What follows belongs to an exercise in optimizing a design on an open flow for small area; a production flow would make more cautious choices.
Only simulation tests tie the RTL to the original design; equivalence was not proved.
No activity file was given, so power comes from the tool's default toggle rates.

## mac_ram_output
module mac_ram_output #(
  parameter int unsigned IN_W  = 8,
  parameter int unsigned ACC_W = 19,
  parameter int unsigned DEPTH = 64,
  parameter int unsigned AW    = 6
) (
  input  logic                    clk,
  input  logic                    reset,
  input  logic signed [IN_W-1:0]  inA,
  input  logic signed [IN_W-1:0]  inB,
  input  logic                    clr,
  output logic signed [ACC_W-1:0] out,
  input  logic signed [ACC_W-1:0] wr_data,
  input  logic                    write_enable,
  input  logic [AW-1:0]           rd_addr,
  output logic signed [ACC_W-1:0] rd_data,
  output logic [AW:0]             wr_count,
  output logic                    full
);
Settings: LEC_CHECK=0, CAP_MARGIN=20, CORE_MARGIN=2, CORE_UTILIZATION=70, CTS_CLUSTER_DIAMETER=100, CTS_CLUSTER_SIZE=30, GPL_TIMING_DRIVEN=0, PLACE_DENSITY=0.8, SETUP_SLACK_MARGIN=0.3, SLEW_MARGIN=20, SYNTH_HIERARCHICAL=1, SYNTH_MINIMUM_KEEP_SIZE=0; clock period 7.0 ns.
standard.sh (not shown) runs the stock make flow with config.mk's settings and CLKGATE_MAP_FILE= SYNTH_SCRIPT=/design/flow/synth_recipe.tcl, a recipe that flattens the netlist after the stock synthesis.
==> flow/flow/run.sh <==
#!/bin/bash
# The standard layout (standard.sh, unchanged synthesis), except that the
# port buffers are buf_1 cells instead of the default delay-buffer choice, and
# the buffers ABC inserted are removed at floorplan (the resizer re-buffers).
export BUFFER_PORTS_ARGS="-buffer_cell sky130_fd_sc_hd__buf_1"
export REMOVE_ABC_BUFFERS=1
bash standard.sh > standard.log 2>&1
Change:
CAP_MARGIN = 10   (was 20)
SLEW_MARGIN = 10   (was 20)
The changed run finished clean.
Power stays flat.
Utilization shrinks by 0.50 points.
Routed wire length is about the same.
Sequential power is about the same.
Hold slack hardly moves.
Sequential share of layout area grows by 0.34 points.
Final area shrinks by 0.66%.
Synthesized area does not change.
Clock-buffer cell count does not change.
Global-route usage hardly moves.
Change:
==> flow/flow/run.sh (replaced) <==
#!/bin/bash
# The standard layout (standard.sh, unchanged synthesis), except that the
# port buffers are buf_1 cells instead of the default delay-buffer choice.
export BUFFER_PORTS_ARGS="-buffer_cell sky130_fd_sc_hd__buf_1"
bash standard.sh > standard.log 2>&1
CAP_MARGIN = 0   (was 10)
CORE_UTILIZATION = 60   (was 70)
PLACE_DENSITY = 0.7   (was 0.8)
SLEW_MARGIN = 0   (was 10)
Result:
- The new run completed and failed the layout checks on capacitance limit, slew limit
- cell area went up by 0.40%
- clock-buffer cell count goes down by 2
- power stays flat
- sequential share of layout area decreases by 0.21 points
- global-route usage goes down by 6.2 points
- register-to-register slack gets better by 0.03 ns
- critical path depth rose by 2
- via count fell by 2.1%
- flip-flop and latch count stays the same
Change:
==> flow/flow/run.sh (replaced) <==
#!/bin/bash
# The standard layout (standard.sh, unchanged synthesis), except that the
# port buffers are buf_1 cells instead of the default delay-buffer choice, and
# the buffers ABC inserted are removed at floorplan (the resizer re-buffers).
export BUFFER_PORTS_ARGS="-buffer_cell sky130_fd_sc_hd__buf_1"
export REMOVE_ABC_BUFFERS=1
bash standard.sh > standard.log 2>&1
CAP_MARGIN = 10   (was 0)
CORE_UTILIZATION = 75   (was 60)
PLACE_DENSITY = 0.85   (was 0.7)
SLEW_MARGIN = 10   (was 0)
What happened: The changed run finished with setup timing left; critical path depth decreases by 2; cell area decreases by 0.71%; area after synthesis stays the same; wire length decreases by 2.3%; sequential cell count stays the same; clock-buffer cell count increases by 1; cell count decreases by 4.4%.

========
## run E
Starting RTL as in the previous note.
clock: 7.0 ns
lec_check: 0
cap_margin: 10
core_margin: 2
core_utilization: 70
cts_cluster_diameter: 100
cts_cluster_size: 30
gpl_routability_driven: 0
gpl_timing_driven: 0
place_density: 0.8
setup_slack_margin: 0.3
slew_margin: 10
synth_hierarchical: 1
synth_minimum_keep_size: 0
==> flow/flow/run.sh <==
#!/bin/bash
# The standard layout (standard.sh, unchanged synthesis), except that the
# port buffers are buf_1 cells instead of the default delay-buffer choice, and
# the buffers ABC inserted are removed at floorplan (the resizer re-buffers).
export BUFFER_PORTS_ARGS="-buffer_cell sky130_fd_sc_hd__buf_1"
export REMOVE_ABC_BUFFERS=1
bash standard.sh > standard.log 2>&1
Run E ran to completion and came out clean on the timing, DRC and antenna checks.
For run C, these inputs were changed with respect to run E:
- SETUP_SLACK_MARGIN: 0.3 -> 0.2
- CORE_UTILIZATION: 70 -> 60
- SLEW_MARGIN: 10 -> 20
- GPL_ROUTABILITY_DRIVEN: 0 -> unset
- CAP_MARGIN: 10 -> 20
- PLACE_DENSITY: 0.8 -> 0.7
==> flow/flow/run.sh <==
#!/bin/bash
# The standard layout (standard.sh, unchanged synthesis), except that the
# port buffers are buf_1 cells instead of the default delay-buffer choice.
export BUFFER_PORTS_ARGS="-buffer_cell sky130_fd_sc_hd__buf_1"
bash standard.sh > standard.log 2>&1
==> results.txt <==
- [flow] run C | stages: complete | final checks: fail | reason: setup timing
- Hold slack of run E is on par with run C.
- Summary of the comparison: signal arrival time at the worst endpoint is higher in run C, relative to run E.
- Run E → run C: non-clock buffer count rose about 16%, area of the placeable core rose about 16%.
- There was hardly any difference in clock group share of total power between run E and run C.
- Compared run C against run E; final total power within noise.

-- re-timing with driven ports --
No port has a modelled driver above. Below, the same layouts with a new extraction and two added sets of constraints. Step 1: set_driving_cell puts a clkbuf_16 on clk and a buf_2 on each other input, an assumption about the parent block. Step 2, shift: input delay + t, output delay - t, t = (earliest + latest rising clock arrival at the registers) / 2. This alone moves slack from input paths to output paths. Three values: ideal, step 1, step 2; two values: the first two.
run | t, ns | slack for setup (ns) | worst hold slack (ns) | latest minus earliest clock arrival (ns) | cell pins on the clock port's net
the first run of note 1 | 0.712 | 0.185 / 0.079 / 0.079 | 0.495 / 0.495 / 0.495 | 0.034 / 0.035 | 1
the second run of note 1 | 0.710 | 0.221 / 0.100 / 0.100 | 0.496 / 0.496 / 0.496 | 0.033 / 0.033 | 1
the third run of note 1 | 0.710 | 0.153 / 0.131 / 0.131 | 0.497 / 0.497 / 0.497 | 0.037 / 0.036 | 1
the fourth run of note 1 | 0.735 | -0.031 / -0.128 / -0.128 | 0.496 / 0.496 / 0.496 | 0.042 / 0.042 | 1
run E | 0.717 | 0.299 / 0.178 / 0.178 | 0.493 / 0.493 / 0.493 | 0.027 / 0.028 | 1
run C | 0.720 | -0.017 / -0.043 / -0.043 | 0.496 / 0.496 / 0.496 | 0.026 / 0.025 | 1
